This design comes from an exercise in tuning for small area and a short achievable clock period on the open sky130 flow, not from production work. Where RTL was checked, it was by simulation tests only, not by an equivalence proof against the original. The clock port is modelled as an ideal driver, which makes a skipped or thinned clock tree look cheaper than it is; a real chip needs a root buffer or a tree. Power figures rest on the tool's default switching activity, not on a simulated workload.

==> pepper: inputs <==
## wav_riff_stream_parser
module wav_riff_stream_parser (
    input  wire             clk,
    input  wire             rst_n,
    input  wire             bytes_valid,
    output wire             bytes_ready,
    input  wire  [7:0]      bytes_in_byte,
    input  wire             bytes_end_of_file,
    output wire             results_valid,
    input  wire             results_ready,
    output wire  [1:0]      results_out_kind,
    output wire  [15:0]     results_sample_word,
    output wire  [1:0]      results_channel_count,
    output wire  [4:0]      results_sample_bits,
    output wire  [31:0]     results_sample_rate_hz,
    output wire  [2:0]      results_error_code,
    output wire             results_last_of_file
);
clock: 6.0 ns
lec_check: 0
abc_area: 1
cap_margin: 20
core_margin: 2
core_utilization: 40
cts_buf_list: sky130_fd_sc_hd__clkbuf_8
setup_slack_margin: 3.8
slew_margin: 20
standard.sh (not shown) runs the stock make flow with config.mk's settings and CLKGATE_MAP_FILE= SYNTH_SCRIPT=/design/flow/synth_recipe.tcl, a recipe that flattens the netlist after the stock synthesis.
==> flow/flow/run.sh <==
#!/bin/bash
# The standard layout (the standard.sh: standard synthesis and ORFS flow),
# with one change: the port buffers are buf_1 cells instead of the default
# choice. Each tool's full output stays in ORFS's own logs under orfs/logs;
# make's output goes to flow_make.log here.
set -euo pipefail
bash standard.sh "BUFFER_PORTS_ARGS=-buffer_cell sky130_fd_sc_hd__buf_1" finish > flow_make.log 2>&1
==> sierra: changes against pepper <==
--- a/flow/config.mk
+++ b/flow/config.mk
@@ -6,9 +6,9 @@
 export NUM_CORES = 4
 export LEC_CHECK = 0
-export ABC_AREA = 1
+export ABC_AREA = 0
 export CAP_MARGIN = 20
 export CORE_MARGIN = 2
 export CORE_UTILIZATION = 40
 export CTS_BUF_LIST = sky130_fd_sc_hd__clkbuf_8
-export SETUP_SLACK_MARGIN = 3.8
+export SETUP_SLACK_MARGIN = 4.0
 export SLEW_MARGIN = 20
==> summary.txt <==
GRT Util Overall 0.196; first-pass GRT wire length 29,400 um; pre-CTS setup slack 3.69 ns; worst setup path startpoint word_q[2]; status no timing/DRC/antenna violations; post-synthesis cell area 7280 um2
[end of results for pepper]
==> summary.txt <==
status no timing/DRC/antenna violations; GRT Util Overall 0.204; worst setup path startpoint word_q[1]; pre-CTS setup slack 3.24 ns; first-pass GRT wire length 31,000 um; Cells after Synth 720; post-synthesis cell area 7350 um2
[end of results for sierra]

---

==> run a: inputs <==
Another version of the RTL of wav_riff_stream_parser (not shown whole).
Settings: LEC_CHECK=0, ABC_AREA=1, CAP_MARGIN=20, CORE_MARGIN=2, CORE_UTILIZATION=40, SETUP_SLACK_MARGIN=3.8, SLEW_MARGIN=20; clock period 6.0 ns.
==> flow/flow/run.sh <==
#!/bin/bash
# The standard layout (the standard.sh: standard synthesis and ORFS flow),
# with two changes: the port buffers are buf_1 cells, and the clock tree is
# two levels of clock buffers built by flow/pre_cts.tcl instead of
# TritonCTS, whose root buffer drives leaves spread over the whole die. Each tool's full output stays in ORFS's own logs
# under orfs/logs; make's output goes to flow_make.log here.
set -euo pipefail
here=$(pwd)
bash standard.sh "BUFFER_PORTS_ARGS=-buffer_cell sky130_fd_sc_hd__buf_1" \
  "PRE_CTS_TCL=$here/flow/pre_cts.tcl" finish > flow_make.log 2>&1
==> flow/flow/mytree2.tcl <==
proc kmeans { pts nb } {
  # pts: list of {id x y}; returns list of cluster index per point
  set n [llength $pts]
  set sorted [lsort -integer -index 1 $pts]
  set cx {}; set cy {}
  for {set k 0} {$k < $nb} {incr k} {
    set s [lindex $sorted [expr {int(($k + 0.5) * $n / $nb)}]]
    lappend cx [lindex $s 1]; lappend cy [lindex $s 2]
  }
  set assign {}
  for {set iter 0} {$iter < 40} {incr iter} {
    set sx [lrepeat $nb 0.0]; set sy [lrepeat $nb 0.0]; set sc [lrepeat $nb 0]
    set assign {}
    foreach s $pts {
      lassign $s id x y
      set best 0; set bd 1e18
      for {set k 0} {$k < $nb} {incr k} {
        set dx [expr {$x - [lindex $cx $k]}]; set dy [expr {$y - [lindex $cy $k]}]
        set d [expr {$dx*$dx + $dy*$dy}]
        if {$d < $bd} { set bd $d; set best $k }
      }
      lappend assign $best
      lset sx $best [expr {[lindex $sx $best] + $x}]
      lset sy $best [expr {[lindex $sy $best] + $y}]
      lset sc $best [expr {[lindex $sc $best] + 1}]
    }
    for {set k 0} {$k < $nb} {incr k} {
      if {[lindex $sc $k] > 0} {
        lset cx $k [expr {int([lindex $sx $k] / [lindex $sc $k])}]
        lset cy $k [expr {int([lindex $sy $k] / [lindex $sc $k])}]
      }
    }
  }
  return [list $assign $cx $cy]
}

proc add_buf { block master name innet x y } {
  set buf [odb::dbInst_create $block $master $name]
  set net [odb::dbNet_create $block "${name}_net"]
  $net setSigType CLOCK
  [$buf findITerm A] connect $innet
  [$buf findITerm X] connect $net
  $buf setLocation $x $y
  $buf setPlacementStatus PLACED
  return $net
}

proc my_clock_tree2 { ntop leaf topcell leafcell } {
  set block [ord::get_db_block]
  set db [ord::get_db]
  set clknet [$block findNet clk]
  set sinks {}
  set i 0
  foreach it [$clknet getITerms] {
    lassign [[$it getInst] getLocation] x y
    lappend sinks [list $i $x $y]
    lappend iterms $it
    incr i
  }
  lassign [kmeans $sinks $ntop] top cx cy
  set mtop [$db findMaster $topcell]
  set mleaf [$db findMaster $leafcell]
  set nleaves 0
  for {set t 0} {$t < $ntop} {incr t} {
    set members {}
    foreach s $sinks a $top { if {$a == $t} { lappend members $s } }
    if {[llength $members] == 0} { continue }
    set tnet [add_buf $block $mtop "clkbuf_top_$t" $clknet [lindex $cx $t] [lindex $cy $t]]
    set nl [expr {int(ceil([llength $members] / double($leaf)))}]
    lassign [kmeans $members $nl] sub lx ly
    for {set l 0} {$l < $nl} {incr l} {
      set mine {}
      foreach s $members a $sub { if {$a == $l} { lappend mine [lindex $s 0] } }
      if {[llength $mine] == 0} { continue }
      set lnet [add_buf $block $mleaf "clkbuf_leaf_${t}_$l" $tnet [lindex $lx $l] [lindex $ly $l]]
      incr nleaves
      foreach i $mine {
        set it [lindex $iterms $i]
        $it disconnect
        $it connect $lnet
      }
    }
  }
  puts "my_clock_tree2: [llength $sinks] sinks, $ntop top buffers, $nleaves leaf buffers"
}
==> flow/flow/pre_cts.tcl <==
# Sourced by ORFS's cts.tcl before clock tree synthesis (PRE_CTS_TCL).
# Replaces TritonCTS's tree by a shallower balanced one: the clock port drives
# four top buffers (one per k-means cluster of flip-flops), each of which
# drives leaf buffers, one per sub-cluster of at most 14 flip-flops.
source [file join [file dirname [info script]] mytree2.tcl]
my_clock_tree2 4 14 sky130_fd_sc_hd__clkbuf_8 sky130_fd_sc_hd__clkbuf_8
rename clock_tree_synthesis triton_clock_tree_synthesis
proc clock_tree_synthesis { args } {
  puts "clock_tree_synthesis: tree built by pre_cts.tcl, TritonCTS not run"
  set_propagated_clock [all_clocks]
}
==> run b (differences from run a) <==
--- a/flow/design.v
+++ b/flow/design.v
@@ -80,23 +80,23 @@
     output wire             results_last_of_file
 );
     localparam logic [1:0] KIND_FORMAT = wrp_pkg::KIND_FORMAT;
     localparam logic [1:0] KIND_SAMPLE = wrp_pkg::KIND_SAMPLE;
     localparam logic [1:0] KIND_ERROR  = wrp_pkg::KIND_ERROR;
-    localparam logic [2:0] PH_HDR   = 3'd0;
-    localparam logic [2:0] PH_CHK   = 3'd1;
-    localparam logic [2:0] PH_FMT   = 3'd2;
-    localparam logic [2:0] PH_SKIP  = 3'd3;
-    localparam logic [2:0] PH_DATA  = 3'd4;
-    localparam logic [2:0] PH_DRAIN = 3'd5;
+    localparam logic [5:0] PH_HDR   = 6'b000001;
+    localparam logic [5:0] PH_CHK   = 6'b000010;
+    localparam logic [5:0] PH_FMT   = 6'b000100;
+    localparam logic [5:0] PH_SKIP  = 6'b001000;
+    localparam logic [5:0] PH_DATA  = 6'b010000;
+    localparam logic [5:0] PH_DRAIN = 6'b100000;
     logic [1:0]  step;
     logic        ready_q;
     logic        ready_o;             
     logic        proc;                
     logic        dec;                 
     logic        outv;
-    logic [2:0]  phase;
+    logic [5:0]  phase;
     logic [4:0]  cnt;
     logic        swapped;
     logic        seen;
     logic [7:0]  r0, r1, r2, r3;      
     logic [7:0]  c0, c1, c2, c3;      
@@ -131,15 +131,15 @@
     assign st0  = (step == 2'd0);
     assign st3  = (step == 2'd3);
     assign upd0 = proc && st0;
     assign pfin = proc && st3;
     logic ph_hdr, ph_chk, ph_fmt, ph_skip, ph_data;
-    assign ph_hdr  = (phase == PH_HDR);
-    assign ph_chk  = (phase == PH_CHK);
-    assign ph_fmt  = (phase == PH_FMT);
-    assign ph_skip = (phase == PH_SKIP);
-    assign ph_data = (phase == PH_DATA);
+    assign ph_hdr  = phase[0];
+    assign ph_chk  = phase[1];
+    assign ph_fmt  = phase[2];
+    assign ph_skip = phase[3];
+    assign ph_data = phase[4];
     logic        b16;
     logic        data8;
     logic        hsel;
     logic [7:0]  b;
     logic [1:0]  k;
@@ -309,11 +309,11 @@
     assign d_fmtge16 = ph_fmt && cnt[4];
     assign d_skip    = ph_skip;
     assign d_d8      = ph_data && !b16;
     assign d_d16lo   = ph_data && b16 && !cnt[0];
     assign d_d16hi   = ph_data && b16 && cnt[0];
-    assign d_drain   = !(ph_hdr || ph_chk || ph_fmt || ph_skip || ph_data);
+    assign d_drain   = phase[5];
     logic s_hdr_r, s_hdr_w, s_hdr3, s_hdr11, s_chk0z, s_chk_adv, s_sz;
     logic s_fmt15, s_fmtlt15, s_fmtge16, s_skip, s_d8, s_d16lo, s_d16hi, s_drain;
     logic ok;
     assign s_hdr_r   = d_hdr_r;
     assign s_hdr_w   = d_hdr_w;
@@ -356,11 +356,11 @@
     assign g_7   = (s_fmt15 && ok && eof_q) || s_d16lo;
     assign err[2] = (g_a && seen) || g_f || g_7;
     assign err[1] = g_a || g_2 || (g_f && tagok && !chanz) || g_7;
     assign err[0] = g_a || g_1 || (g_f && tagok && chanz) || g_7;
     logic go_drain, go_chk;
-    logic [2:0] ph_n;
+    logic [5:0] ph_n;
     logic [4:0] cnt_n, cnt_inc;
     logic c_inc, c_one, c_zero;
     assign go_drain = (emit_ne && !sample && !(s_fmt15 && ok)) ||
                       (s_d8 && cl) || (s_d16hi && clt3);
     assign go_chk   = (s_hdr11 && ma) || (((s_fmt15 && ok) || s_fmtge16 || s_skip) && cl);
@@ -372,11 +372,11 @@
     assign c_zero  = s_hdr11 || (s_fmt15 && ok && cl) || (s_fmtge16 && cl) || s_d16hi;
     assign cnt_n   = c_inc ? cnt_inc : c_one ? 5'd1 : c_zero ? 5'd0 : cnt;
     logic fmtk, datk, othk;
     logic sz_wz, sz_ed, sz_tb, sz_emit;
     logic [2:0] sz_err;
-    logic [2:0] sz_ph;
+    logic [5:0] sz_ph;
     assign fmtk   = ma && !mb && !seen;
     assign datk   = ma && mb;
     assign othk   = !fmtk && !datk;
     assign sz_wz  = cl && !c3[0];
     assign sz_ed  = b16 ? cl : sz_wz;
@@ -392,10 +392,11 @@
     begin
         if (!rst_n)
         begin
             step    <= 2'd0;
             ready_q <= 1'b0;
+            ready_o <= 1'b0;
             proc    <= 1'b0;
             dec     <= 1'b0;
             outv    <= 1'b0;
             phase   <= PH_HDR;
             cnt     <= 5'd0;
@@ -404,10 +405,11 @@
         end
         else
         begin
             step    <= step + 2'd1;
             ready_q <= (step == 2'd2) && !proc && !dec && !(outv && !results_ready);
+            ready_o <= (step == 2'd2) && !proc && !dec && !(outv && !results_ready);
             if (ready_q && bytes_valid)
                 proc <= 1'b1;
             else if (st3)
                 proc <= 1'b0;
             dec <= pfin;
@@ -440,12 +442,10 @@
                 end
             end
         end
     end
     always_ff @(posedge clk)
-        ready_o <= (step == 2'd2) && !proc && !dec && !(outv && !results_ready);
-    always_ff @(posedge clk)
     begin
         if (ready_q)
         begin
             eof_q  <= bytes_end_of_file;
             cand0  <= ph_hdr  ? bytes_in_byte[2] :
==> flow/flow/run.sh (replaced) <==
#!/bin/bash
# The standard layout (the standard.sh: standard synthesis and ORFS flow),
# with one change: the port buffers are buf_1 cells instead of the default
# choice. Each tool's full output stays in ORFS's own logs under orfs/logs;
# make's output goes to flow_make.log here.
set -euo pipefail
bash standard.sh "BUFFER_PORTS_ARGS=-buffer_cell sky130_fd_sc_hd__buf_1" finish > flow_make.log 2>&1
CTS_BUF_LIST = sky130_fd_sc_hd__clkbuf_8   (was unset)
removed: flow/flow/mytree2.tcl
removed: flow/flow/pre_cts.tcl
==> run c (differences from run a) <==
--- a/flow/design.v
+++ b/flow/design.v
@@ -80,23 +80,23 @@
     output wire             results_last_of_file
 );
     localparam logic [1:0] KIND_FORMAT = wrp_pkg::KIND_FORMAT;
     localparam logic [1:0] KIND_SAMPLE = wrp_pkg::KIND_SAMPLE;
     localparam logic [1:0] KIND_ERROR  = wrp_pkg::KIND_ERROR;
-    localparam logic [2:0] PH_HDR   = 3'd0;
-    localparam logic [2:0] PH_CHK   = 3'd1;
-    localparam logic [2:0] PH_FMT   = 3'd2;
-    localparam logic [2:0] PH_SKIP  = 3'd3;
-    localparam logic [2:0] PH_DATA  = 3'd4;
-    localparam logic [2:0] PH_DRAIN = 3'd5;
+    localparam logic [5:0] PH_HDR   = 6'b000001;
+    localparam logic [5:0] PH_CHK   = 6'b000010;
+    localparam logic [5:0] PH_FMT   = 6'b000100;
+    localparam logic [5:0] PH_SKIP  = 6'b001000;
+    localparam logic [5:0] PH_DATA  = 6'b010000;
+    localparam logic [5:0] PH_DRAIN = 6'b100000;
     logic [1:0]  step;
     logic        ready_q;
     logic        ready_o;             
     logic        proc;                
     logic        dec;                 
     logic        outv;
-    logic [2:0]  phase;
+    logic [5:0]  phase;
     logic [4:0]  cnt;
     logic        swapped;
     logic        seen;
     logic [7:0]  r0, r1, r2, r3;      
     logic [7:0]  c0, c1, c2, c3;      
@@ -131,15 +131,15 @@
     assign st0  = (step == 2'd0);
     assign st3  = (step == 2'd3);
     assign upd0 = proc && st0;
     assign pfin = proc && st3;
     logic ph_hdr, ph_chk, ph_fmt, ph_skip, ph_data;
-    assign ph_hdr  = (phase == PH_HDR);
-    assign ph_chk  = (phase == PH_CHK);
-    assign ph_fmt  = (phase == PH_FMT);
-    assign ph_skip = (phase == PH_SKIP);
-    assign ph_data = (phase == PH_DATA);
+    assign ph_hdr  = phase[0];
+    assign ph_chk  = phase[1];
+    assign ph_fmt  = phase[2];
+    assign ph_skip = phase[3];
+    assign ph_data = phase[4];
     logic        b16;
     logic        data8;
     logic        hsel;
     logic [7:0]  b;
     logic [1:0]  k;
@@ -309,11 +309,11 @@
     assign d_fmtge16 = ph_fmt && cnt[4];
     assign d_skip    = ph_skip;
     assign d_d8      = ph_data && !b16;
     assign d_d16lo   = ph_data && b16 && !cnt[0];
     assign d_d16hi   = ph_data && b16 && cnt[0];
-    assign d_drain   = !(ph_hdr || ph_chk || ph_fmt || ph_skip || ph_data);
+    assign d_drain   = phase[5];
     logic s_hdr_r, s_hdr_w, s_hdr3, s_hdr11, s_chk0z, s_chk_adv, s_sz;
     logic s_fmt15, s_fmtlt15, s_fmtge16, s_skip, s_d8, s_d16lo, s_d16hi, s_drain;
     logic ok;
     assign s_hdr_r   = d_hdr_r;
     assign s_hdr_w   = d_hdr_w;
@@ -356,11 +356,11 @@
     assign g_7   = (s_fmt15 && ok && eof_q) || s_d16lo;
     assign err[2] = (g_a && seen) || g_f || g_7;
     assign err[1] = g_a || g_2 || (g_f && tagok && !chanz) || g_7;
     assign err[0] = g_a || g_1 || (g_f && tagok && chanz) || g_7;
     logic go_drain, go_chk;
-    logic [2:0] ph_n;
+    logic [5:0] ph_n;
     logic [4:0] cnt_n, cnt_inc;
     logic c_inc, c_one, c_zero;
     assign go_drain = (emit_ne && !sample && !(s_fmt15 && ok)) ||
                       (s_d8 && cl) || (s_d16hi && clt3);
     assign go_chk   = (s_hdr11 && ma) || (((s_fmt15 && ok) || s_fmtge16 || s_skip) && cl);
@@ -372,11 +372,11 @@
     assign c_zero  = s_hdr11 || (s_fmt15 && ok && cl) || (s_fmtge16 && cl) || s_d16hi;
     assign cnt_n   = c_inc ? cnt_inc : c_one ? 5'd1 : c_zero ? 5'd0 : cnt;
     logic fmtk, datk, othk;
     logic sz_wz, sz_ed, sz_tb, sz_emit;
     logic [2:0] sz_err;
-    logic [2:0] sz_ph;
+    logic [5:0] sz_ph;
     assign fmtk   = ma && !mb && !seen;
     assign datk   = ma && mb;
     assign othk   = !fmtk && !datk;
     assign sz_wz  = cl && !c3[0];
     assign sz_ed  = b16 ? cl : sz_wz;
==> flow/flow/pre_cts.tcl (replaced) <==
# Sourced by ORFS's cts.tcl before clock tree synthesis (PRE_CTS_TCL).
# Replaces TritonCTS's tree by a shallower balanced one: the clock port drives
# four top buffers (one per k-means cluster of flip-flops), each of which
# drives leaf buffers, one per sub-cluster of at most 20 flip-flops.
source [file join [file dirname [info script]] mytree2.tcl]
my_clock_tree2 4 20 sky130_fd_sc_hd__clkbuf_8 sky130_fd_sc_hd__clkbuf_8
rename clock_tree_synthesis triton_clock_tree_synthesis
proc clock_tree_synthesis { args } {
  puts "clock_tree_synthesis: tree built by pre_cts.tcl, TritonCTS not run"
  set_propagated_clock [all_clocks]
}
CAP_MARGIN = 0   (was 20)
SETUP_SLACK_MARGIN = 3.75   (was 3.8)
SLEW_MARGIN = 0   (was 20)
TNS_END_PERCENT = 50   (was unset)
==> run d (differences from run a) <==
--- a/flow/design.v
+++ b/flow/design.v
@@ -80,23 +80,23 @@
     output wire             results_last_of_file
 );
     localparam logic [1:0] KIND_FORMAT = wrp_pkg::KIND_FORMAT;
     localparam logic [1:0] KIND_SAMPLE = wrp_pkg::KIND_SAMPLE;
     localparam logic [1:0] KIND_ERROR  = wrp_pkg::KIND_ERROR;
-    localparam logic [2:0] PH_HDR   = 3'd0;
-    localparam logic [2:0] PH_CHK   = 3'd1;
-    localparam logic [2:0] PH_FMT   = 3'd2;
-    localparam logic [2:0] PH_SKIP  = 3'd3;
-    localparam logic [2:0] PH_DATA  = 3'd4;
-    localparam logic [2:0] PH_DRAIN = 3'd5;
+    localparam logic [5:0] PH_HDR   = 6'b000001;
+    localparam logic [5:0] PH_CHK   = 6'b000010;
+    localparam logic [5:0] PH_FMT   = 6'b000100;
+    localparam logic [5:0] PH_SKIP  = 6'b001000;
+    localparam logic [5:0] PH_DATA  = 6'b010000;
+    localparam logic [5:0] PH_DRAIN = 6'b100000;
     logic [1:0]  step;
     logic        ready_q;
     logic        ready_o;             
     logic        proc;                
     logic        dec;                 
     logic        outv;
-    logic [2:0]  phase;
+    logic [5:0]  phase;
     logic [4:0]  cnt;
     logic        swapped;
     logic        seen;
     logic [7:0]  r0, r1, r2, r3;      
     logic [7:0]  c0, c1, c2, c3;      
@@ -131,15 +131,15 @@
     assign st0  = (step == 2'd0);
     assign st3  = (step == 2'd3);
     assign upd0 = proc && st0;
     assign pfin = proc && st3;
     logic ph_hdr, ph_chk, ph_fmt, ph_skip, ph_data;
-    assign ph_hdr  = (phase == PH_HDR);
-    assign ph_chk  = (phase == PH_CHK);
-    assign ph_fmt  = (phase == PH_FMT);
-    assign ph_skip = (phase == PH_SKIP);
-    assign ph_data = (phase == PH_DATA);
+    assign ph_hdr  = phase[0];
+    assign ph_chk  = phase[1];
+    assign ph_fmt  = phase[2];
+    assign ph_skip = phase[3];
+    assign ph_data = phase[4];
     logic        b16;
     logic        data8;
     logic        hsel;
     logic [7:0]  b;
     logic [1:0]  k;
@@ -309,11 +309,11 @@
     assign d_fmtge16 = ph_fmt && cnt[4];
     assign d_skip    = ph_skip;
     assign d_d8      = ph_data && !b16;
     assign d_d16lo   = ph_data && b16 && !cnt[0];
     assign d_d16hi   = ph_data && b16 && cnt[0];
-    assign d_drain   = !(ph_hdr || ph_chk || ph_fmt || ph_skip || ph_data);
+    assign d_drain   = phase[5];
     logic s_hdr_r, s_hdr_w, s_hdr3, s_hdr11, s_chk0z, s_chk_adv, s_sz;
     logic s_fmt15, s_fmtlt15, s_fmtge16, s_skip, s_d8, s_d16lo, s_d16hi, s_drain;
     logic ok;
     assign s_hdr_r   = d_hdr_r;
     assign s_hdr_w   = d_hdr_w;
@@ -356,11 +356,11 @@
     assign g_7   = (s_fmt15 && ok && eof_q) || s_d16lo;
     assign err[2] = (g_a && seen) || g_f || g_7;
     assign err[1] = g_a || g_2 || (g_f && tagok && !chanz) || g_7;
     assign err[0] = g_a || g_1 || (g_f && tagok && chanz) || g_7;
     logic go_drain, go_chk;
-    logic [2:0] ph_n;
+    logic [5:0] ph_n;
     logic [4:0] cnt_n, cnt_inc;
     logic c_inc, c_one, c_zero;
     assign go_drain = (emit_ne && !sample && !(s_fmt15 && ok)) ||
                       (s_d8 && cl) || (s_d16hi && clt3);
     assign go_chk   = (s_hdr11 && ma) || (((s_fmt15 && ok) || s_fmtge16 || s_skip) && cl);
@@ -372,11 +372,11 @@
     assign c_zero  = s_hdr11 || (s_fmt15 && ok && cl) || (s_fmtge16 && cl) || s_d16hi;
     assign cnt_n   = c_inc ? cnt_inc : c_one ? 5'd1 : c_zero ? 5'd0 : cnt;
     logic fmtk, datk, othk;
     logic sz_wz, sz_ed, sz_tb, sz_emit;
     logic [2:0] sz_err;
-    logic [2:0] sz_ph;
+    logic [5:0] sz_ph;
     assign fmtk   = ma && !mb && !seen;
     assign datk   = ma && mb;
     assign othk   = !fmtk && !datk;
     assign sz_wz  = cl && !c3[0];
     assign sz_ed  = b16 ? cl : sz_wz;
==> flow/flow/pre_cts.tcl (replaced) <==
# Sourced by ORFS's cts.tcl before clock tree synthesis (PRE_CTS_TCL).
# Replaces TritonCTS's tree by a shallower balanced one: the clock port drives
# four top buffers (one per k-means cluster of flip-flops), each of which
# drives leaf buffers, one per sub-cluster of at most 16 flip-flops.
source [file join [file dirname [info script]] mytree2.tcl]
my_clock_tree2 4 16 sky130_fd_sc_hd__clkbuf_8 sky130_fd_sc_hd__clkbuf_8
rename clock_tree_synthesis triton_clock_tree_synthesis
proc clock_tree_synthesis { args } {
  puts "clock_tree_synthesis: tree built by pre_cts.tcl, TritonCTS not run"
  set_propagated_clock [all_clocks]
}
CAP_MARGIN = 0   (was 20)
SETUP_SLACK_MARGIN = 3.75   (was 3.8)
SLEW_MARGIN = 0   (was 20)
==> impl_metrics.yaml <==
power:
  switching_share_pct: 24.0
  intPower_uw: 1420
layout:
  multi_input_comb_area_um2: 2800
  fin_cells: 1136
  layout_common_cells: "sky130_fd_sc_hd__nand2_1 (162), sky130_fd_sc_hd__dfxtp_1 (113), sky130_fd_sc_hd__nor2_1 (90)"
critical_path:
  rr_worst_depth: 5
outcome:
  run_status: "no timing/DRC/antenna violations"
die:
  start_util_pct: 40.6
sta:
  worst_pin_slew_ns: 1.14
global_route:
  globalRouteMet2Util_pct: 30.6
That was run c.
==> impl_metrics.yaml <==
outcome:
  run_status: "no timing/DRC/antenna violations"
power:
  switching_share_pct: 27.0
  intPower_uw: 1500
critical_path:
  rr_worst_depth: 9
placement:
  placement.io_buffers: 72
layout:
  layout_common_cells: "sky130_fd_sc_hd__nand2_1 (151), sky130_fd_sc_hd__inv_1 (127), sky130_fd_sc_hd__dfxtp_1 (112)"
sta:
  worst_pin_slew_ns: 0.709
global_route:
  globalRouteMet2Util_pct: 31.0
die:
  start_util_pct: 40.6
That was run a.
==> impl_metrics.yaml <==
layout:
  layout_common_cells: "sky130_fd_sc_hd__nand2_1 (159), sky130_fd_sc_hd__dfxtp_1 (99), sky130_fd_sc_hd__nor2_1 (88), sky130_fd_sc_hd__inv_1 (88), sky130_fd_sc_hd__o21ai_0 (65)"
  multi_input_comb_area_um2: 2840
  fin_cells: 1186
power:
  intPower_uw: 1550
  switching_share_pct: 28.6
sta:
  worst_pin_slew_ns: 0.987
outcome:
  run_status: "no timing/DRC/antenna violations"
That was run b.
==> impl_metrics.yaml <==
die:
  start_util_pct: 40.6
power:
  intPower_uw: 1430
  switching_share_pct: 24.0
outcome:
  run_status: "no timing/DRC/antenna violations"
critical_path:
  rr_worst_depth: 12
layout:
  fin_cells: 1143
sta:
  worst_pin_slew_ns: 1.07
That was run d.
Only the layout flow was run in run a and run b; the RTL was not checked for function there. The clock cells of run a, run c and run d come from the design's own scripts or RTL, not from TritonCTS.

==> re-timing with driven ports <==
No port has a modelled driver above. Below, the same layouts with a new extraction and two added sets of constraints. Step 1, drivers: a clkbuf_16 drives clk and a buf_2 each remaining input, both assumed. Step 2 times the ports against the registers' clock, not the clock port: input delays grow and output delays shrink by t, the midpoint of the rising clock arrivals with the driver on. a / b / c = ideal ports / drivers / drivers and shift; a / b = the first two.
run | t, ns | slack for setup (ns) | worst setup path at the end
pepper | 0.494 | 3.719 / 3.681 / 3.852 | input to register
sierra | 0.505 | 3.680 / 3.639 / 3.739 | register to register
run a | 0.379 | 3.793 / 3.714 / 3.851 | input to register
run b | 0.498 | 3.641 / 3.600 / 3.911 | register to register
run c | 0.365 | 3.689 / 3.612 / 3.828 | input, reset recovery
run d | 0.368 | 3.807 / 3.729 / 3.879 | input to register
After both steps setup and hold are still met in every run listed. The worst setup slack also covers recovery checks on asynchronous resets.
